This design comes from an exercise in tuning for small area, a short achievable clock period and few clock cycles per item on the open sky130 flow, not from production work. Function was checked by simulation only, so behaviour that the tests miss may differ from the original.

==> flow/design.v, too long to show whole: its modules and the start of the top module <==
// module bfly_fa: 10 lines
// module bfly_ha: 9 lines
// module bfly_xor: 7 lines
// module bfly_and: 7 lines
// module bfly_maj: 8 lines
// module bfly_xnor: 7 lines
// module bfly_andn: 7 lines
// module bfly_ao: 8 lines
// module bfly_en: 7 lines
// module fft_bfly_pipe: 3519 lines
module fft_bfly_pipe #(
  parameter int DATA_W = 16,
  parameter int TW_W   = 16,
  parameter int TAG_W  = 8
) (
  input  logic              clk,
  input  logic              rst,
  input  logic              in_valid,
  output logic              in_ready,
  input  logic [DATA_W-1:0] a_re,
  input  logic [DATA_W-1:0] a_im,
  input  logic [DATA_W-1:0] b_re,
  input  logic [DATA_W-1:0] b_im,
  input  logic [TW_W-1:0]   w_re,
  input  logic [TW_W-1:0]   w_im,
  input  logic              inv,
  input  logic              scale,
  input  logic [TAG_W-1:0]  tag_in,
  output logic              out_valid,
  input  logic              out_ready,
  output logic [DATA_W-1:0] y0_re,
  output logic [DATA_W-1:0] y0_im,
  output logic [DATA_W-1:0] y1_re,
  output logic [DATA_W-1:0] y1_im,
  output logic              ovf,
  output logic [TAG_W-1:0]  tag_out
);
  // ...
==> flow/flow/run.sh <==
#!/bin/bash
set -o pipefail
export BUFFER_PORTS_ARGS="-buffer_cell sky130_fd_sc_hd__buf_1"
bash standard.sh > standard.log 2>&1
==> flow/standard.sh <==
#!/bin/bash
# synth_recipe.tcl (not shown) runs the flow's synth.tcl, then flattens the netlist and writes it again
# the make line also repeats each setting of config.mk as NAME=value (left out here)
make -C /OpenROAD-flow-scripts/flow DESIGN_CONFIG=/design/flow/config.mk WORK_HOME=/design/flow/orfs CLKGATE_MAP_FILE= SYNTH_SCRIPT=/design/flow/synth_recipe.tcl "${@:-finish}"
==> flow/config.mk <==
export PLATFORM = sky130hd
export DESIGN_NAME = fft_bfly_pipe
export DESIGN_NICKNAME = fft_bfly_pipe
export VERILOG_FILES = /design/flow/design.v
export SDC_FILE = /design/flow/constraint.sdc
export NUM_CORES = 4
export LEC_CHECK = 0
export CAP_MARGIN = 20
export CORE_MARGIN = 2
export CORE_UTILIZATION = 55
export CTS_CLUSTER_DIAMETER = 150
export CTS_CLUSTER_SIZE = 24
export PLACE_DENSITY = 0.7
export SETUP_SLACK_MARGIN = 3.8
export SLEW_MARGIN = 20
export SYNTH_HIERARCHICAL = 1
export SYNTH_MINIMUM_KEEP_SIZE = 0
export TNS_END_PERCENT = 0
==> flow/constraint.sdc <==
create_clock -name core_clock -period 7.5 [get_ports {clk}]
set_input_delay 1.5000 -clock core_clock [delete_from_list [all_inputs] [get_ports {clk}]]
set_output_delay 1.5000 -clock core_clock [all_outputs]
set_load 0.01 [all_outputs]
==> summary.txt, run 1 <==
Post-route cell area: 0.0428 sq mm
Port bufs: 184
Top-count cell post-synth: xnor2_1
Die H: 274 um
Hold EP: r3_tag[4]$_DFFE_PP_
Reg2Reg Launch Point: r1_nwiim[5]$_DFFE_PP_
R2R cell count: 9
Die Wd: 274 um
Met2 WL post-DR: 49,500 um
Wire per inst: 23.3 um
Clkbuf count: 25
DRC violations left: 0
Fraction of area in multi-input gates: 66.5%
Layout cells sized above 1: 13.2%
Simple-gate share of the synthesized area: 6.19%
Std-Cell Rows: 98
CTS Buffer Depth: 3
Post-Layout Cell Count: 4,707
Area of placed instances: 0.0416 sq mm
Ys async rst share: 0%
Top layer in use: met4
1st-pass router iterations: 8
Crit share post-route: 49.2%
Status: no timing/DRC/antenna violations
Ys flop type: edfxtp_1
Worst-path clk slew: 0.09 ns
H-Tree Depth: 1
Met3 WL post-DR: 10,300 um
CP max stage delay: 0.32 ns
Routed via count: 29,200
Commonest non-fill, non-tap cells in the layout: 584 x xnor2_1, 575 x xor2_1, 477 x a22oi_1
Met2 usage: 46.4%
Testbench counts, summed over its fixed seeds: cycles 16,024, items 16,000.
==> run 2, diff against run 1 <==
--- a/flow/config.mk
+++ b/flow/config.mk
@@ -12,5 +12,5 @@
 export CTS_CLUSTER_SIZE = 24
 export PLACE_DENSITY = 0.7
-export SETUP_SLACK_MARGIN = 3.8
+export SETUP_SLACK_MARGIN = 5.0
 export SLEW_MARGIN = 20
 export SYNTH_HIERARCHICAL = 1
==> run 2 against run 1 <==
Synthesized cell count unchanged. Flip-flop and latch count unchanged. Synthesized area unchanged. Routed wire length increased by 2.7%. Clock-buffer cell count unchanged. Worst setup slack got worse by 0.043 ns. Largest cell class unchanged. Cell area increased by 2.9%.
==> summary.txt, run 2 <==
Status: no timing/DRC/antenna violations (unchanged)
Gpl congestion: 0.891 (unchanged)
Worst Tran Pin Value: 0.927 ns (was 0.900 ns)
Yosys top cell area share: 25.7% (unchanged)
Bufs and invs on worst path: 2 (unchanged)
Routed WL: 113,000 um (was 110,000 um)
Setup CP Type: reg -> reg (was in -> out)
Hold Crit Class: reg -> reg (unchanged)
Post-synth top cells: 587 x xnor2_1, 581 x xor2_1, 480 x a22oi_1 (unchanged)
FF+latch count, synth: 346 (unchanged)
Slew Limit Headroom: 38.2% (was 40.0%)
Routed via count: 29,600 (was 29,200)
Vias in the first global route: 30,100 (was 29,700)
Initial core utilization: 55.8% (unchanged)
Worst-path clk slew: 0.10 ns (was 0.09 ns)
Cells after synthesis: 3,675 (unchanged)
EDFF count, synth: 343 (unchanged)
Fillcell total: 5,864 (was 6,022)
Crit end category: register (was output pin)
Critical Path RT: 7.84 ns (was 6.00 ns)
Ys flop type: edfxtp_1 (unchanged)
DRC violations left: 0 (unchanged)
Die Wd: 274 um (unchanged)
Clock sinks: 346 (unchanged)
Layout cells sized above 1: 16.8% (was 13.2%)
Hold-fix buffer count after cts: 0 (unchanged)
Clk latency of the worst-skew pair: 0.60 ns (about the same)
Largest net degree at the start of global routing: 73 (unchanged)
H-Tree Depth: 1 (unchanged)
Die ar.: 0.0750 sq mm (unchanged)
Port bufs: 184 (unchanged)
Starting DRT DRC Count: 3,119 (was 2,844)
Ys async rst share: 0% (unchanged)
Final worst setup slack: 3.77 ns (was 3.81 ns)
Crit path DAT: 4.07 ns (was 2.19 ns)
Gr ovfl total: 0 (unchanged)
Initial antenna violation count: 1 (unchanged)
Std-Cell Rows: 98 (unchanged)
Final min period: 3.73 ns (was 3.69 ns)
RSZ-0062 raised after global routing: true (unchanged)
CP max stage cell: edfxtp_1 (was nand2b_4)
Clk root buf: clkbuf_16 (unchanged)
Core area: 0.0717 sq mm (unchanged)
# IOs: 185 (unchanged)
Yosys warning count: 7 (unchanged)
Synth Area per Inst: 10.9 sq um (unchanged)
Total of max-cap violations: 0 (unchanged)
DP HPWL: 71,800 um (unchanged)
Final setup viols: 0 (unchanged)
Layout area overhead: 10.1% (was 6.96%)
DP Worst Slack: 3.32 ns (unchanged)
Die H: 274 um (unchanged)
Number of routed nets with antenna violations: 0 (unchanged)
1st-pass router iterations: 6 (was 8)
Critical path launch point type: register (was primary input)
Nets: 4,254 (was 4,208)
Highest clock rate: 0.268 GHz (was 0.271 GHz)
CP max stage delay: 0.50 ns (was 0.32 ns)
Largest cells by area after synthesis: edfxtp_1 26%, fa_1 15%, xnor2_1 13% (unchanged)
Setup TNS: 0 ns (unchanged)
Final Skew: 0.0500 ns (was 0.0520 ns)
CTS buffer count: 18 (unchanged)
Crit share post-route: 49.8% (was 49.2%)
CTS tree: done (unchanged)
CTS Buffer Depth: 3 (unchanged)
CP Cell Sequence: buf_12 -> a22oi_1 -> xnor2_1 -> xor2_1 -> xor2_1 -> buf_4 -> xor2_2 -> xor2_2 -> maj3_2 -> maj3_2 -> maj3_2 -> xor2_1 -> xor2_1 (was buf_1 -> nand2b_4 -> clkbuf_2)
Biggest area consumer among synthesized cells: edfxtp_1 (unchanged)
Max Slew Vio Count: 0 (unchanged)
First-pass GRT wire length: 172,000 um (was 168,000 um)
Fin util: 61.5% (was 59.7%)
Register area share after synthesis: 25.9% (unchanged)
Most common cell after layout, fill and taps aside: xnor2_1 (unchanged)
Critical Path Most Common Cell: xor2_1
Final hold vios: 0 (unchanged)
Family with the most delay on the worst path: XOR/XNOR gates (was buffers and inverters)
Crit Path Max Fanout: 9 (was 23)
Commonest non-fill, non-tap cells in the layout: 571 x xnor2_1, 558 x xor2_1, 447 x a22oi_1 (was 584 x xnor2_1, 575 x xor2_1, 477 x a22oi_1)
Wire per inst: 23.7 um (was 23.3 um)
Synthesized cell area: 0.0401 sq mm (unchanged)
Cell variety after synth: 40 (unchanged)
Via-per-instance ratio: 6.23 (was 6.21)
Gr usage total: 29.4% (was 28.7%)
Top-count cell post-synth: xnor2_1 (unchanged)
## run 2: changes by cell type in the layout (fill, tap and decap cells not counted), sizes merged
cell,delta
buf,+43
bufbuf,+5
clkbuf,-3
diode,-1
nand2b,+1
## run 2: through the flow
stage | std cells | hold WS (ns) | cell area [sq um]
2_1_floorplan | 3697 | 0.400 | 40100
3_3_place_gp | 4646 | 0.400 | 41600
3_5_place_dp | 4646 | 0.405 | 41600
4_1_cts | 4722 | 0.429 | 43300
5_1_grt | 4752 | 0.431 | 44100
6_report | 4752 | 0.427 | 44100
## run 2: path summary, 6_finish.rpt
path	from	end	slack [ns]	cells after the start
worst max register to register	r1_br[14]$_DFFE_PP_	r2_re1[11]$_DFFE_PP_	3.77	13
worst min-delay path	r1_tag[1]$_DFFE_PP_	r2_tag[1]$_DFFE_PP_	0.43	0
worst max-delay path	r1_br[14]$_DFFE_PP_	r2_re1[11]$_DFFE_PP_	3.77	13
worst min register to register	r1_tag[1]$_DFFE_PP_	r2_tag[1]$_DFFE_PP_	0.43	0
## run 2: modules after synthesis (local to each module, per instance), excerpt
| module | cell area (sq um) | flip-flops and latches | cells |
|---|---|---|---|
| fft_bfly_pipe | 22400 | 346 | 2038 |
| bfly_fa | 20.0 | 0 | 1 |
| bfly_andn | 13.8 | 0 | 1 |
| bfly_ha | 12.5 | 0 | 1 |
| bfly_maj | 11.3 | 0 | 1 |
| bfly_xnor | 8.76 | 0 | 1 |
| bfly_ao | 7.51 | 0 | 1 |
| bfly_en | 6.26 | 0 | 1 |
| bfly_and | 6.26 | 0 | 1 |
## run 2: layer usage
| layer | vias up | global-route usage [%] | routed length [um] |
|---|---|---|---|
| met1 | 14400 | 37.8 | 43600 |
| met3 | 442 | 5.36 | 11400 |
| met4 | 0 | 15.4 | 6940 |
| met5 | - | 0 | 0 |
| li1 | 12900 | - | - |
| met2 | 1780 | 47.2 | 50800 |
## run 2: worst reg2reg max path, stage by stage, from the launching register on
cell      delay [ns]
edfxtp_1        0.50
buf_12          0.21
a22oi_1         0.21
xnor2_1         0.21
xor2_1          0.24
xor2_1          0.24
buf_4           0.17
xor2_2          0.19
xor2_2          0.13
maj3_2          0.38
maj3_2          0.35
maj3_2          0.33
xor2_1          0.17
xor2_1          0.15
## run 2: layout make-up
type / count / area [sq um] / share of cell area (%)
multi-input combinational: 3001 / 29000 / 65.7
clock inverter: 2 / 20.0 / 0.0454
clock buffer: 25 / 498 / 1.13
antenna: 1 / 2.50 / 0.00568
tap: 950 / 1190 / 2.70
sequential: 346 / 10400 / 23.5
inverter: 79 / 329 / 0.747
timing repair buffer: 348 / 2730 / 6.19
## run 2: repair_timing
item | 4_1_cts | 5_1_grt
buffers inserted | 41 | 25
pin swaps | 43 | 59
endpoints found under the setup margin | 550 | 498
gates resized for setup | 181 | 97
cloned | 8 | 4
## run 2: cells by family (layout without fill, tap and decap cells)
logic type | count (synthesis) | after routing | share of synthesized area [%]
flip-flops | 346 | 346 | 25.9
AND/OR/NAND/NOR | 391 | 393 | 6.19
multiplexers | 68 | 68 | 1.89
buffers and inverters | 352 | 454 | 3.47
adder cells (fa/ha/maj) | 582 | 582 | 23.0
AO/OA/AOI/OAI | 766 | 766 | 14.1
other | 2 | 25 | 0.0188
XOR/XNOR | 1168 | 1168 | 25.5
==> run 3, diff against run 2 <==
--- a/flow/config.mk
+++ b/flow/config.mk
@@ -12,5 +12,5 @@
 export CTS_CLUSTER_SIZE = 24
 export PLACE_DENSITY = 0.7
-export SETUP_SLACK_MARGIN = 5.0
+export SETUP_SLACK_MARGIN = 3.5
 export SLEW_MARGIN = 20
 export SYNTH_HIERARCHICAL = 1
==> run 3 against run 2 <==
Clock skew down 0.0023 ns. Non-clock buffer count fell by 67. Critical endpoint is now r2_re1[13]$_DFFE_PP_. Routed wire length shrank 3.7%.
==> summary.txt, run 3 <==
Nets: 4,185 (was 4,254)
Hold-fix buffer count after cts: 0 (unchanged)
Hold Crit Class: reg -> reg (unchanged)
1st-pass router iterations: 6 (unchanged)
Setup CP Type: reg -> reg (unchanged)
Critical Path RT: 7.84 ns (about the same)
Critical Path Most Common Cell: xor2_1 (unchanged)
Top-count cell post-synth: xnor2_1 (unchanged)
# IOs: 185 (unchanged)
Most common cell after layout, fill and taps aside: xnor2_1 (unchanged)
Final Skew: 0.0476 ns (was 0.0500 ns)
Post-synth top cells: 587 x xnor2_1, 581 x xor2_1, 480 x a22oi_1 (unchanged)
Core area: 0.0717 sq mm (unchanged)
Crit end category: register (unchanged)
Gpl congestion: 0.891 (unchanged)
Footprint of the multi-input gates: 0.0284 sq mm (was 0.0290 sq mm)
Ys flop type: edfxtp_1 (unchanged)
CTS buffer count: 18 (unchanged)
Commonest non-fill, non-tap cells in the layout: 587 x xnor2_1, 581 x xor2_1, 480 x a22oi_1 (was 571 x xnor2_1, 558 x xor2_1, 447 x a22oi_1)
Crit path DAT: 4.47 ns (was 4.07 ns)
Synthesized cell area: 0.0401 sq mm (unchanged)
Family with the most delay on the worst path: adder cells (was XOR/XNOR gates)
DP Worst Slack: 3.32 ns (unchanged)
Number of routed nets with antenna violations: 0 (unchanged)
RSZ-0062 raised after global routing: true (unchanged)
Yosys warning count: 7 (unchanged)
First-pass GRT wire length: 168,000 um (was 172,000 um)
Cell variety after synth: 40 (unchanged)
Final setup viols: 0 (unchanged)
Clk latency of the worst-skew pair: 0.59 ns (was 0.60 ns)
Crit Path Max Fanout: 19 (was 9)
FF+latch area: 0.0104 sq mm (unchanged)
Worst Tran Pin Value: 0.902 ns (was 0.927 ns)
Port bufs: 184 (unchanged)
Post-Layout Cell Count: 4,684 (was 4,752)
Largest net degree at the start of global routing: 73 (unchanged)
DP HPWL: 71,800 um (unchanged)
Initial antenna violation count: 1 (unchanged)
Max Slew Vio Count: 0 (unchanged)
Gr ovfl total: 0 (unchanged)
FF+latch count, synth: 346 (unchanged)
Die ar.: 0.0750 sq mm (unchanged)
Setup TNS: 0 ns (unchanged)
CP max stage delay: 0.82 ns (was 0.50 ns)
Register area share after synthesis: 25.9% (unchanged)
Via-per-instance ratio: 6.20 (was 6.23)
Fin util: 58.8% (was 61.5%)
DRC violations left: 0 (unchanged)
Die H: 274 um (unchanged)
Largest cells by area after synthesis: edfxtp_1 26%, fa_1 15%, xnor2_1 13% (unchanged)
CTS tree: done (unchanged)
Crit share post-route: 55.2% (was 49.8%)
Highest clock rate: 0.242 GHz (was 0.268 GHz)
Vias in the first global route: 29,700 (was 30,100)
CP max stage cell: edfxtp_1 (unchanged)
Final worst setup slack: 3.36 ns (was 3.77 ns)
CP Cell Sequence: buf_4 -> a22oi_1 -> xnor2_1 -> fa_1 -> xor2_1 -> xor2_1 -> xor2_1 -> maj3_2 -> maj3_2 -> xor2_1 -> xor2_1 (was buf_12 -> a22oi_1 -> xnor2_1 -> xor2_1 -> xor2_1 -> buf_4 -> xor2_2 -> xor2_2 -> maj3_2 -> maj3_2 -> maj3_2 -> xor2_1 -> xor2_1)
Ys async rst share: 0% (unchanged)
Critical path launch point type: register (unchanged)
Total of max-cap violations: 0 (unchanged)
Hold slack: 0.427 ns (about the same)
Status: no timing/DRC/antenna violations (unchanged)
Die Wd: 274 um (unchanged)
Synth Area per Inst: 10.9 sq um (unchanged)
Fillcell total: 6,115 (was 5,864)
Layout cells sized above 1: 12.3% (was 16.8%)
Clk root buf: clkbuf_16 (unchanged)
Std-Cell Rows: 98 (unchanged)
DP Cell Count: 4,646 (unchanged)
Area of placed instances: 0.0416 sq mm (unchanged)
Final min period: 4.14 ns (was 3.73 ns)
Yosys top cell area share: 25.7% (unchanged)
Cells after synthesis: 3,675 (unchanged)
Initial core utilization: 55.8% (unchanged)
Routed via count: 29,000 (was 29,600)
Starting DRT DRC Count: 2,774 (was 3,119)
Biggest area consumer among synthesized cells: edfxtp_1 (unchanged)
Slew Limit Headroom: 39.9% (was 38.2%)
H-Tree Depth: 1 (unchanged)
Gr usage total: 28.7% (was 29.4%)
Bufs and invs on worst path: 1 (was 2)
CTS Buffer Depth: 3 (unchanged)
Routed WL: 108,000 um (was 113,000 um)
Post-route cell area: 0.0422 sq mm (was 0.0441 sq mm)
Wire per inst: 23.2 um (was 23.7 um)
Layout area overhead: 5.31% (was 10.1%)
Final hold vios: 0 (unchanged)
EDFF count, synth: 343 (unchanged)
Clock sinks: 346 (unchanged)
Worst-path clk slew: 0.10 ns (about the same)
run 3: cell counts after synthesis:
Identical to the previous run, type by type.
run 3: kinds of logic (layout without fill, tap and decap cells):
| family | after synthesis | count (layout) | share of synthesized area (%) |
|---|---|---|---|
| AO/OA/AOI/OAI | 766 | 766 | 14.1 |
| buffers and inverters | 352 | 387 | 3.47 |
| adder cells (fa/ha/maj) | 582 | 582 | 23.0 |
| XOR/XNOR | 1168 | 1168 | 25.5 |
| other | 2 | 26 | 0.0188 |
| multiplexers | 68 | 68 | 1.89 |
| flip-flops | 346 | 346 | 25.9 |
| AND/OR/NAND/NOR | 391 | 391 | 6.19 |
run 3: area by class of cell:
| cell class | instances | share of cell area [%] |
|---|---|---|
| Antenna cell | 2 | 0.0119 |
| Clock buffer | 25 | 1.18 |
| Clock inverter | 2 | 0.0475 |
| Inverter | 79 | 0.703 |
| Multi-Input combinational cell | 2999 | 67.3 |
| Sequential cell | 346 | 24.6 |
| Tap cell | 950 | 2.82 |
| Timing Repair Buffer | 281 | 3.36 |
run 3: worst reg2reg max path: stages (launching register included):
cell and delay, ns:
edfxtp_1 0.82, buf_4 0.43, a22oi_1 0.14, xnor2_1 0.19, fa_1 0.53, xor2_1 0.18
xor2_1 0.36, xor2_1 0.18, maj3_2 0.37, maj3_2 0.35, xor2_1 0.18, xor2_1 0.16
run 3: path summary, 6_finish.rpt:
path                                          start              endpoint  slack [ns]  cells past startpoint
worst max-delay path             r1_br[3]$_DFFE_PP_  r2_re1[13]$_DFFE_PP_        3.36                     11
worst max register to register   r1_br[3]$_DFFE_PP_  r2_re1[13]$_DFFE_PP_        3.36                     11
worst min-delay path            r1_tag[1]$_DFFE_PP_   r2_tag[1]$_DFFE_PP_        0.43                      0
worst min register to register  r1_tag[1]$_DFFE_PP_   r2_tag[1]$_DFFE_PP_        0.43                      0
run 3: what timing repair did:
item,CTS,global route
gates resized for setup,0,0
pin swaps,0,0
cloned,0,0
setup buffers,6,3
setup endpoints to repair,63,50
run 3: per-layer routing:
layer / routed length, um / share of wire (%) / vias up / GRT usage (%)
met3: 10100 / 9.3 / 402 / 4.55
li1: - / - / 12800 / -
met4: 6240 / 5.8 / 0 / 14.6
met1: 43000 / 40 / 14100 / 37.4
met2: 49200 / 45 / 1702 / 46.4
met5: 0 / 0 / - / 0
run 3: Yosys stat by module, one instance, submodules excluded:
| module | cells | cell area [sq um] | flip-flops and latches |
|---|---|---|---|
| bfly_andn | 1 | 13.8 | 0 |
| bfly_en | 1 | 6.26 | 0 |
| bfly_fa | 1 | 20.0 | 0 |
| bfly_and | 1 | 6.26 | 0 |
| bfly_xnor | 1 | 8.76 | 0 |
| bfly_ha | 1 | 12.5 | 0 |
| bfly_ao | 1 | 7.51 | 0 |
| bfly_xor | 1 | 8.76 | 0 |
| fft_bfly_pipe | 2038 | 22400 | 346 |
| bfly_maj | 1 | 11.3 | 0 |
==> run 4, diff against run 3 <==
--- a/flow/config.mk
+++ b/flow/config.mk
@@ -12,5 +12,5 @@
 export CTS_CLUSTER_SIZE = 24
 export PLACE_DENSITY = 0.7
-export SETUP_SLACK_MARGIN = 3.5
+export SETUP_SLACK_MARGIN = 4.0
 export SLEW_MARGIN = 20
 export SYNTH_HIERARCHICAL = 1
==> run 4 against run 3 <==
Worst setup slack improved by 0.48 ns. Critical path type unchanged. Critical endpoint is now r2_re1[11]$_DFFE_PP_. Cell area rose by 3.5%. Highest routed layer unchanged.
==> summary.txt, run 4 <==
Final hold vios: 0 (unchanged)
DRC violations left: 0 (unchanged)
Layout cells sized above 1: 15.6% (was 12.3%)
CTS Buffer Depth: 3 (unchanged)
Crit Path Max Fanout: 9 (was 19)
FF+latch area: 0.0104 sq mm (unchanged)
Crit end category: register (unchanged)
Commonest non-fill, non-tap cells in the layout: 574 x xnor2_1, 564 x xor2_1, 455 x a22oi_1 (was 587 x xnor2_1, 581 x xor2_1, 480 x a22oi_1)
Worst-path clk slew: 0.10 ns (about the same)
Vias in the first global route: 30,100 (was 29,700)
Hold Crit Class: reg -> reg (unchanged)
Max Slew Vio Count: 0 (unchanged)
Number of routed nets with antenna violations: 0 (unchanged)
Yosys top cell area share: 25.7% (unchanged)
1st-pass router iterations: 6 (unchanged)
Via-per-instance ratio: 6.21 (was 6.20)
Most common cell after layout, fill and taps aside: xnor2_1 (unchanged)
Cell variety after synth: 40 (unchanged)
Setup CP Type: reg -> reg (unchanged)
Post-synth top cells: 587 x xnor2_1, 581 x xor2_1, 480 x a22oi_1 (unchanged)
Std-Cell Rows: 98 (unchanged)
Core area: 0.0717 sq mm (unchanged)
Largest cells by area after synthesis: edfxtp_1 26%, fa_1 15%, xnor2_1 13% (unchanged)
Setup TNS: 0 ns (unchanged)
Final min period: 3.65 ns (was 4.14 ns)
RSZ-0062 raised after global routing: true (unchanged)
Worst R2R Setup Slack: 3.85 ns (was 3.36 ns)
FF+latch count, synth: 346 (unchanged)
Fillcell total: 5,929 (was 6,115)
Final setup viols: 0 (unchanged)
Synthesized cell area: 0.0401 sq mm (unchanged)
H-Tree Depth: 1 (unchanged)
Highest clock rate: 0.274 GHz (was 0.242 GHz)
Die Wd: 274 um (unchanged)
CTS tree: done (unchanged)
Status: no timing/DRC/antenna violations (unchanged)
Routed via count: 29,400 (was 29,000)
DP HPWL: 71,800 um (unchanged)
Footprint of the multi-input gates: 0.0288 sq mm (was 0.0284 sq mm)
Largest net degree at the start of global routing: 73 (unchanged)
Cells after synthesis: 3,675 (unchanged)
Ys async rst share: 0% (unchanged)
Port bufs: 184 (unchanged)
Gr usage total: 29.2% (was 28.7%)
Gr ovfl total: 0 (unchanged)
Initial antenna violation count: 1 (unchanged)
Die ar.: 0.0750 sq mm (unchanged)
Clk latency of the worst-skew pair: 0.60 ns (was 0.59 ns)
Critical path launch point type: register (unchanged)
Starting DRT DRC Count: 3,032 (was 2,774)
# IOs: 185 (unchanged)
Ys flop type: edfxtp_1 (unchanged)
CTS buffer count: 18 (unchanged)
Yosys warning count: 7 (unchanged)
Nets: 4,238 (was 4,185)
Clk root buf: clkbuf_16 (unchanged)
EDFF count, synth: 343 (unchanged)
Final Skew: 0.0503 ns (was 0.0476 ns)
Slew Limit Headroom: 38.1% (was 39.9%)
Synth Area per Inst: 10.9 sq um (unchanged)
Die H: 274 um (unchanged)
Crit path DAT: 3.99 ns (was 4.47 ns)
First-pass GRT wire length: 171,000 um (was 168,000 um)
Layout area overhead: 9.04% (was 5.31%)
Total of max-cap violations: 0 (unchanged)
Register area share after synthesis: 25.9% (unchanged)
Routed WL: 111,000 um (was 108,000 um)
Crit share post-route: 48.7% (was 55.2%)
Wire per inst: 23.5 um (was 23.2 um)
Critical Path RT: 7.84 ns (about the same)
Initial core utilization: 55.8% (unchanged)
Biggest area consumer among synthesized cells: edfxtp_1 (unchanged)
Clock sinks: 346 (unchanged)
Gpl congestion: 0.891 (unchanged)
Top-count cell post-synth: xnor2_1 (unchanged)
Worst Tran Pin Value: 0.928 ns (was 0.902 ns)
## run 4: logic make-up after synthesis
kind of cell,share of synthesized area [%]
other,0.0188
xor gates and xnor gates,25.5
buffers and inverters,3.47
muxes,1.89
adders and majority gates,23.0
DFF,25.9
and+or+nand+nor,6.19
AOI/OAI and AO/OA,14.1
## run 4: cell type report
type                    instances  share of cell area, %
clock inverters                 2                 0.0458
clock buffers                  25                   1.14
well taps                     950                   2.72
flip-flops and latches        346                   23.7
repair buffers                332                   5.64
multi-input cells            3001                   66.0
diodes                          2                 0.0115
inverters                      79                  0.736
## run 4: per-module statistics from Yosys, one instance, submodules excluded
module | times used | cells | area (sq um) | flip-flops and latches
bfly_fa | 294 | 1 | 20.0 | 0
bfly_maj | 232 | 1 | 11.3 | 0
bfly_ha | 38 | 1 | 12.5 | 0
bfly_xnor | 36 | 1 | 8.76 | 0
fft_bfly_pipe | 1 | 2038 | 22400 | 346
bfly_en | 1 | 1 | 6.26 | 0
bfly_xor | 538 | 1 | 8.76 | 0
bfly_andn | 34 | 1 | 13.8 | 0
bfly_ao | 236 | 1 | 7.51 | 0
bfly_and | 228 | 1 | 6.26 | 0
## run 4: critical path, cell delays in order (launching register included)
cell	delay, ns
edfxtp_1	0.50
buf_12	0.20
a22oi_1	0.20
xnor2_1	0.20
xor2_1	0.20
xor2_1	0.34
xor2_2	0.23
xor2_2	0.14
maj3_2	0.38
maj3_2	0.35
maj3_2	0.33
xor2_1	0.17
xor2_1	0.15
## run 4: through the flow
| step | std cells | utilization, % | area (sq um) | hold slack, ns | setup slack, ns |
|---|---|---|---|---|---|
| final | 4737 | 60.9 | 43700 | 0.427 | 3.85 |
| after global placement | 4646 | 58.0 | 41600 | 0.400 | 3.39 |
| after detailed placement | 4646 | 58.0 | 41600 | 0.405 | 3.32 |
| after global routing | 4736 | 60.9 | 43700 | 0.431 | 3.73 |
| after floorplan | 3697 | - | 40100 | 0.400 | 2.08 |
| after CTS | 4716 | 60.1 | 43100 | 0.429 | 3.94 |
## run 4: metal layers
| metal | vias up | routed length (um) | GRT usage, % |
|---|---|---|---|
| li1 | 12900 | - | - |
| met1 | 14400 | 43600 | 37.5 |
| met2 | 1703 | 50500 | 47.0 |
| met3 | 427 | 10800 | 5.41 |
| met4 | 0 | 6620 | 15.3 |
| met5 | - | 0 | 0 |
## run 4: path summary, 6_finish.rpt
kind                        from              endpoint  cells past startpoint
min reg2reg  r2_tag[4]$_DFFE_PP_   r3_tag[4]$_DFFE_PP_                      0
max reg2reg  r1_br[14]$_DFFE_PP_  r2_re1[11]$_DFFE_PP_                     12
min          r2_tag[4]$_DFFE_PP_   r3_tag[4]$_DFFE_PP_                      0
max          r1_br[14]$_DFFE_PP_  r2_re1[11]$_DFFE_PP_                     12
## run 4: what timing repair did
item,CTS,global route
resized for setup,148,73
hold buffers,0,0
buffers inserted,36,16
pin swaps,27,31
endpoints found under the setup margin,91,80
cloned,7,3
==> run 5, diff against run 4 <==
--- a/flow/config.mk
+++ b/flow/config.mk
@@ -12,5 +12,5 @@
 export CTS_CLUSTER_SIZE = 24
 export PLACE_DENSITY = 0.7
-export SETUP_SLACK_MARGIN = 4.0
+export SETUP_SLACK_MARGIN = 3.9
 export SLEW_MARGIN = 20
 export SYNTH_HIERARCHICAL = 1
==> run 5 against run 4 <==
First-iteration DRC count down 2.0%. Flip-flop and latch count stayed put. Via count grew 0.10%. Sequential share of layout area is 0.074 points higher. Hold slack hardly changed. Clock skew rose by 0.0013 ns. Die area is the same. Still clean on timing, DRC and antenna. Largest cell class unchanged. Global-route usage shrank 0.31 points.
==> summary.txt, run 5 <==
Number of routed nets with antenna violations: 0 (unchanged)
Critical path launch point type: register (unchanged)
Family with the most delay on the worst path: adder cells (was XOR/XNOR gates)
Hold slack: 0.428 ns (was 0.427 ns)
DP Cell Count: 4,646 (unchanged)
H-Tree Depth: 1 (unchanged)
Critical Path RT: 7.80 ns (was 7.84 ns)
Final Skew: 0.0517 ns (was 0.0503 ns)
Hold Crit Class: reg -> reg (unchanged)
RSZ-0062 raised after global routing: true (unchanged)
Met1 usage in global routing: 37.5% (about the same)
Clk root buf: clkbuf_16 (unchanged)
Initial antenna violation count: 1 (unchanged)
Cells after synthesis: 3,675 (unchanged)
Clk latency of the worst-skew pair: 0.60 ns (about the same)
Core area: 0.0717 sq mm (unchanged)
Routed WL: 111,000 um (about the same)
Largest cells by area after synthesis: edfxtp_1 26%, fa_1 15%, xnor2_1 13% (unchanged)
Layout cells sized above 1: 14.9% (was 15.6%)
DP Worst Slack: 3.32 ns (unchanged)
CP max stage cell: fa_1 (was edfxtp_1)
Commonest non-fill, non-tap cells in the layout: 574 x xnor2_1, 560 x xor2_1, 461 x a22oi_1 (was 574 x xnor2_1, 564 x xor2_1, 455 x a22oi_1)
Status: no timing/DRC/antenna violations (unchanged)
Fin util: 60.7% (was 60.9%)
Crit path DAT: 3.98 ns (was 3.99 ns)
Die Wd: 274 um (unchanged)
Ys async rst share: 0% (unchanged)
Clock sinks: 346 (unchanged)
Worst Tran Pin Value: 0.916 ns (was 0.928 ns)
CP max stage delay: 0.53 ns (was 0.50 ns)
Final min period: 3.67 ns (was 3.65 ns)
CP Cell Sequence: buf_12 -> o21ai_1 -> xor2_1 -> buf_4 -> maj3_2 -> fa_2 -> fa_1 -> maj3_2 -> maj3_2 -> xor2_1 -> xor2_1 (was buf_12 -> a22oi_1 -> xnor2_1 -> xor2_1 -> xor2_1 -> xor2_2 -> xor2_2 -> maj3_2 -> maj3_2 -> maj3_2 -> xor2_1 -> xor2_1)
Die H: 274 um (unchanged)
Wire per inst: 23.5 um (about the same)
Gr usage total: 28.9% (was 29.2%)
DRC violations left: 0 (unchanged)
Final hold vios: 0 (unchanged)
First-pass GRT wire length: 169,000 um (was 171,000 um)
Ys flop type: edfxtp_1 (unchanged)
Cell variety after synth: 40 (unchanged)
Layout area overhead: 8.70% (was 9.04%)
1st-pass router iterations: 13 (was 6)
CTS tree: done (unchanged)
Post-route cell area: 0.0435 sq mm (was 0.0437 sq mm)
Max Slew Vio Count: 0 (unchanged)
Via-per-instance ratio: 6.24 (was 6.21)
GR peak layer: met2 (unchanged)
CTS buffer count: 18 (unchanged)
Yosys warning count: 7 (unchanged)
Initial core utilization: 55.8% (unchanged)
Synth Area per Inst: 10.9 sq um (unchanged)
Die ar.: 0.0750 sq mm (unchanged)
Total of max-cap violations: 0 (unchanged)
Footprint of the multi-input gates: 0.0288 sq mm (about the same)
Routed via count: 29,500 (was 29,400)
CTS Buffer Depth: 3 (unchanged)
Nets: 4,226 (was 4,238)
Starting DRT DRC Count: 2,971 (was 3,032)
FF+latch area: 0.0104 sq mm (unchanged)
Worst R2R Setup Slack: 3.83 ns (was 3.85 ns)
Vias in the first global route: 29,800 (was 30,100)
Largest net degree at the start of global routing: 73 (unchanged)
Crit share post-route: 49.0% (was 48.7%)
Register area share after synthesis: 25.9% (unchanged)
Top-count cell post-synth: xnor2_1 (unchanged)
Worst-path clk slew: 0.10 ns (about the same)
Biggest area consumer among synthesized cells: edfxtp_1 (unchanged)
# IOs: 185 (unchanged)
Met3 usage: 4.65% (was 5.41%)
Crit end category: register (unchanged)
Port bufs: 184 (unchanged)
EDFF count, synth: 343 (unchanged)
Yosys top cell area share: 25.7% (unchanged)
Setup TNS: 0 ns (unchanged)
Synthesized cell area: 0.0401 sq mm (unchanged)
Crit Path Max Fanout: 17 (was 9)
FF+latch count, synth: 346 (unchanged)
Final setup viols: 0 (unchanged)
Final worst setup slack: 3.83 ns (was 3.85 ns)
Setup CP Type: reg -> reg (unchanged)
Gpl congestion: 0.891 (unchanged)
DP HPWL: 71,800 um (unchanged)
Slew Limit Headroom: 38.9% (was 38.1%)
Gr ovfl total: 0 (unchanged)
Most common cell after layout, fill and taps aside: xnor2_1 (unchanged)
Std-Cell Rows: 98 (unchanged)
Fillcell total: 5,918 (was 5,929)
Area of placed instances: 0.0416 sq mm (unchanged)
Met2 usage: 46.6% (was 47.0%)
Bufs and invs on worst path: 2 (was 1)
Post-synth top cells: 587 x xnor2_1, 581 x xor2_1, 480 x a22oi_1 (unchanged)
Highest clock rate: 0.272 GHz (was 0.274 GHz)
Post-Layout Cell Count: 4,724 (was 4,737)
[run 5: cell counts after synthesis]
Identical to the previous run, type by type.
[run 5: per-layer routing]
layer | wire length, um | part of all wire, %
met5 | 0 | 0
met4 | 6740 | 6.1
met2 | 50000 | 45
met3 | 10900 | 9.8
met1 | 43400 | 39
[run 5: cell type report]
cell class	instances	area share (%)
Antenna cell	1	0.00575
Clock buffer	25	1.14
Clock inverter	2	0.0460
Inverter	79	0.744
Multi-Input combinational cell	3001	66.1
Sequential cell	346	23.8
Tap cell	950	2.73
Timing Repair Buffer	320	5.41
[run 5: Yosys stat by module, one instance, submodules excluded]
module         cell area (sq um)  copies in the design  cells  flip-flops and latches
bfly_maj                    11.3                   232      1                       0
bfly_xnor                   8.76                    36      1                       0
bfly_fa                     20.0                   294      1                       0
bfly_and                    6.26                   228      1                       0
bfly_andn                   13.8                    34      1                       0
bfly_ao                     7.51                   236      1                       0
bfly_xor                    8.76                   538      1                       0
bfly_en                     6.26                     1      1                       0
bfly_ha                     12.5                    38      1                       0
fft_bfly_pipe              22400                     1   2038                     346
[run 5: path summary, 6_finish.rpt]
| kind | from | endpoint | depth (start not counted) |
|---|---|---|---|
| setup / recovery | r1_owr[0]$_DFFE_PP_ | r2_im1[14]$_DFFE_PP_ | 11 |
| hold / removal | r2_tag[4]$_DFFE_PP_ | r3_tag[4]$_DFFE_PP_ | 0 |
| setup reg to reg | r1_owr[0]$_DFFE_PP_ | r2_im1[14]$_DFFE_PP_ | 11 |
| hold reg to reg | r2_tag[4]$_DFFE_PP_ | r3_tag[4]$_DFFE_PP_ | 0 |
[run 5: cell families after synthesis]
| group | after synthesis | share of synthesized area (%) |
|---|---|---|
| xor gates and xnor gates | 1168 | 25.5 |
| AOI/OAI and AO/OA | 766 | 14.1 |
| adders and majority gates | 582 | 23.0 |
| and+or+nand+nor | 391 | 6.19 |
| buffers and inverters | 352 | 3.47 |
| DFF | 346 | 25.9 |
| muxes | 68 | 1.89 |
| other | 2 | 0.0188 |
[run 5: what timing repair did]
action                     in CTS  in global routing
hold buffers                    0                  0
buffers inserted               16                 23
pin swaps                       0                 44
cloned                          2                  9
setup endpoints to repair      87                 68
resized for setup              45                183
==> run 6, diff against run 5 <==
--- a/flow/config.mk
+++ b/flow/config.mk
@@ -8,9 +8,9 @@
 export CAP_MARGIN = 20
 export CORE_MARGIN = 2
-export CORE_UTILIZATION = 55
+export CORE_UTILIZATION = 65
 export CTS_CLUSTER_DIAMETER = 150
 export CTS_CLUSTER_SIZE = 24
-export PLACE_DENSITY = 0.7
-export SETUP_SLACK_MARGIN = 3.9
+export PLACE_DENSITY = 0.8
+export SETUP_SLACK_MARGIN = 4.2
 export SLEW_MARGIN = 20
 export SYNTH_HIERARCHICAL = 1
==> run 6 against run 5 <==
Register-to-register slack better by 0.03 ns. Clock skew shrank 0.023 ns. Synthesized area unchanged. Fmax up 0.86%. Routed wire length decreased by 1.3%. Cell count shrank 3.4%. Clock-buffer cell count decreased by 1. Hold slack got worse by 0.0027 ns. Global-route usage is 5.2 points higher. Via count rose by 3.0%.
==> summary.txt, run 6 <==
Status: no timing/DRC/antenna violations (unchanged)
Crit path capture: r2_re1[14]$_DFFE_PP_ (was r2_im1[14]$_DFFE_PP_)
Ys async rst share: 0% (unchanged)
Final hold vios: 0 (unchanged)
Register area share after synthesis: 25.9% (unchanged)
Max Slew Vio Count: 0 (unchanged)
Final Skew: 0.0287 ns (was 0.0517 ns)
Crit end category: register (unchanged)
Clk root buf: clkbuf_16 (unchanged)
Ys flop type: edfxtp_1 (unchanged)
Gpl congestion: 0.929 (was 0.891)
Highest clock rate: 0.275 GHz (was 0.272 GHz)
Gr ovfl total: 0 (unchanged)
CTS Buffer Depth: 3 (unchanged)
Worst R2R Setup Slack: 3.86 ns (was 3.83 ns)
Hold Crit Class: reg -> reg (unchanged)
Cell variety after synth: 40 (unchanged)
First-pass GRT wire length: 170,000 um (was 169,000 um)
Die ar.: 0.0636 sq mm (was 0.0750 sq mm)
Critical path launch point type: register (unchanged)
Layout cells sized above 1: 16.3% (was 14.9%)
R2R cell count: 12 (was 11)
Worst Tran Pin Value: 0.980 ns (was 0.916 ns)
Largest cells by area after synthesis: edfxtp_1 26%, fa_1 15%, xnor2_1 13% (unchanged)
Vias in the first global route: 31,000 (was 29,800)
Clock sinks: 346 (unchanged)
Crit path DAT: 3.94 ns (was 3.98 ns)
Synth Area per Inst: 10.9 sq um (unchanged)
Setup TNS: 0 ns (unchanged)
Number of routed nets with antenna violations: 0 (unchanged)
Gr usage total: 34.1% (was 28.9%)
Routed via count: 30,300 (was 29,500)
Layout area overhead: 8.78% (was 8.70%)
Total of max-cap violations: 0 (unchanged)
Most common cell after layout, fill and taps aside: xnor2_1 (unchanged)
FF+latch count, synth: 346 (unchanged)
Synthesized cell area: 0.0401 sq mm (unchanged)
Cells after synthesis: 3,675 (unchanged)
CTS buffer count: 18 (unchanged)
Worst setup path startpoint: r1_br[8]$_DFFE_PP_ (was r1_owr[0]$_DFFE_PP_)
Wire per inst: 24.0 um (was 23.5 um)
Initial antenna violation count: 1 (unchanged)
# IOs: 185 (unchanged)
Worst-path clk slew: 0.09 ns (was 0.10 ns)
DRC violations left: 0 (unchanged)
Port bufs: 184 (unchanged)
Die H: 252 um (was 274 um)
Yosys warning count: 7 (unchanged)
DP HPWL: 70,300 um (was 71,800 um)
Final setup viols: 0 (unchanged)
Post-synth top cells: 587 x xnor2_1, 581 x xor2_1, 480 x a22oi_1 (unchanged)
Reg2Reg Launch Point: r1_br[8]$_DFFE_PP_ (was r1_owr[0]$_DFFE_PP_)
Slew Limit Headroom: 34.6% (was 38.9%)
Hold Path Stages: 0 (unchanged)
H-Tree Depth: 1 (unchanged)
Setup CP Type: reg -> reg (unchanged)
Via-per-instance ratio: 6.65 (was 6.24)
Hold slack: 0.425 ns (was 0.428 ns)
Hold-fix buffer count after cts: 0 (unchanged)
Routed WL: 110,000 um (was 111,000 um)
Crit share post-route: 48.5% (was 49.0%)
1st-pass router iterations: 10 (was 13)
Largest net degree at the start of global routing: 78 (was 73)
Starting DRT DRC Count: 3,874 (was 2,971)
Clk latency of the worst-skew pair: 0.57 ns (was 0.60 ns)
CTS tree: done (unchanged)
RSZ-0062 raised after global routing: true (unchanged)
Biggest area consumer among synthesized cells: edfxtp_1 (unchanged)
EDFF count, synth: 343 (unchanged)
Top-count cell post-synth: xnor2_1 (unchanged)
Std-Cell Rows: 90 (was 98)
Yosys top cell area share: 25.7% (unchanged)
Initial core utilization: 66.1% (was 55.8%)
Crit Path Max Fanout: 32 (was 17)
Nets: 4,234 (was 4,226)
Worst r2r dst: r2_re1[14]$_DFFE_PP_ (was r2_im1[14]$_DFFE_PP_)
Core area: 0.0606 sq mm (was 0.0717 sq mm)
Final min period: 3.64 ns (was 3.67 ns)
Commonest non-fill, non-tap cells in the layout: 575 x xnor2_1, 570 x xor2_1, 438 x a22oi_1 (was 574 x xnor2_1, 560 x xor2_1, 461 x a22oi_1)
Critical Path RT: 7.80 ns (about the same)
Die Wd: 252 um (was 274 um)
## run 6: changes by cell type in the layout (fill, tap and decap cells not counted), moves of 9 or more
cell	delta
fa_1	-30
a22oi_1	-23
fa_2	+30
xor2_2	-10
a22oi_2	+23
clkbuf_16	-9
xor2_1	+10
## run 6: repair_timing
action | 4_1_cts | 5_1_grt
endpoints found under the setup margin | 112 | 177
pin swaps | 103 | 7
gates resized for setup | 252 | 20
setup buffers | 53 | 0
cloned | 6 | 0
## run 6: final cells by class
| cell class | count | area [sq um] |
|---|---|---|
| antenna | 1 | 2.50 |
| clock buffer | 24 | 494 |
| clock inverter | 2 | 41.3 |
| fill | 4277 | 17000 |
| inverter | 79 | 327 |
| multi-input combinational | 2999 | 28900 |
| sequential | 346 | 10400 |
| tap | 782 | 978 |
| timing repair buffer | 330 | 2490 |
## run 6: worst min-delay path by stage
stage,startpoint,end,slack (ns)
2_1_floorplan,r1_tag[0]$_DFFE_PP_,r2_tag[0]$_DFFE_PP_,0.40
3_3_place_gp,r2_tag[6]$_DFFE_PP_,r3_tag[6]$_DFFE_PP_,0.40
3_5_place_dp,r1_tag[5]$_DFFE_PP_,r2_tag[5]$_DFFE_PP_,0.41
4_1_cts,r1_tag[5]$_DFFE_PP_,r2_tag[5]$_DFFE_PP_,0.43
5_1_grt,r2_tag[1]$_DFFE_PP_,r3_tag[1]$_DFFE_PP_,0.44
6_report,r1_tag[5]$_DFFE_PP_,r2_tag[5]$_DFFE_PP_,0.42
## run 6: Yosys stat by module (local to each module, per instance)
module         flip-flops and latches  area, sq um  cells inside
fft_bfly_pipe                     346        22400          2038
bfly_fa                             0         20.0             1
bfly_andn                           0         13.8             1
bfly_ha                             0         12.5             1
bfly_maj                            0         11.3             1
bfly_xnor                           0         8.76             1
bfly_xor                            0         8.76             1
bfly_ao                             0         7.51             1
bfly_and                            0         6.26             1
bfly_en                             0         6.26             1
## run 6: logic make-up after synthesis
kind of cell | after synthesis | share of synthesized area (%)
fa+ha+maj | 582 | 23.0
other cells | 2 | 0.0188
compound gates | 766 | 14.1
buf+inv | 352 | 3.47
simple gates | 391 | 6.19
xor+xnor | 1168 | 25.5
flops | 346 | 25.9
mux | 68 | 1.89
## run 6: critical path, cell delays in order (launching register included)
cell and delay, ns:
edfxtp_1 0.41, buf_8 0.32, a22oi_1 0.13, xnor2_1 0.33, xor2_1 0.26, xor2_2 0.25
maj3_2 0.29, xor2_1 0.19, xor2_1 0.14, maj3_2 0.37, maj3_2 0.34, xor2_1 0.18
xor2_1 0.15
## run 6: per-layer routing
metal / wire, um / up-vias / global-route usage [%]
met1: 40500 / 14600 / 43.2
li1: - / 12900 / -
met3: 12300 / 683 / 7.51
met4: 7900 / 0 / 19.3
met5: 0 / - / 0
met2: 49000 / 2184 / 54.3
## run 6: through the flow
| step | worst slack, ns | util [%] | std cells | area (sq um) |
|---|---|---|---|---|
| after floorplan | 2.08 | - | 3697 | 40100 |
| after global placement | 3.55 | 68.3 | 4477 | 41400 |
| after detailed placement | 3.50 | 68.3 | 4477 | 41400 |
| after CTS | 4.01 | 71.8 | 4562 | 43500 |
| after global routing | 3.79 | 71.9 | 4562 | 43600 |
| final | 3.86 | 71.9 | 4563 | 43600 |

afterwards: timing with drivers on the ports:
Ports are ideal in the flow. The routed layouts listed here were re-timed in OpenROAD.
Step 1: set_driving_cell puts a clkbuf_16 on clk and a buf_2 on each other input, an assumption about the parent block.
Step 2, shift: input delay + t, output delay - t, t = (earliest + latest rising clock arrival at the registers) / 2. This alone moves slack from input paths to output paths.
Slacks: ideal / step 1 / step 2; pairs: ideal / step 1.
run | t, ns | slack for setup (ns) | slew at the worst register clock pin (ns)
run 1 | 0.641 | 3.811 / 3.779 / 3.651 | 0.11 / 0.11
run 2 | 0.637 | 3.768 / 3.768 / 3.619 | 0.11 / 0.11
run 3 | 0.635 | 3.364 / 3.364 / 3.364 | 0.11 / 0.11
run 4 | 0.642 | 3.848 / 3.848 / 3.607 | 0.11 / 0.11
run 5 | 0.637 | 3.827 / 3.827 / 3.633 | 0.11 / 0.11
run 6 | 0.621 | 3.859 / 3.859 / 3.666 | 0.11 / 0.11
After both steps setup and hold are still met in every run listed. The setup slack of run 4, which loses most, moves by 0.000 ns with the drivers and by -0.241 ns with both steps.
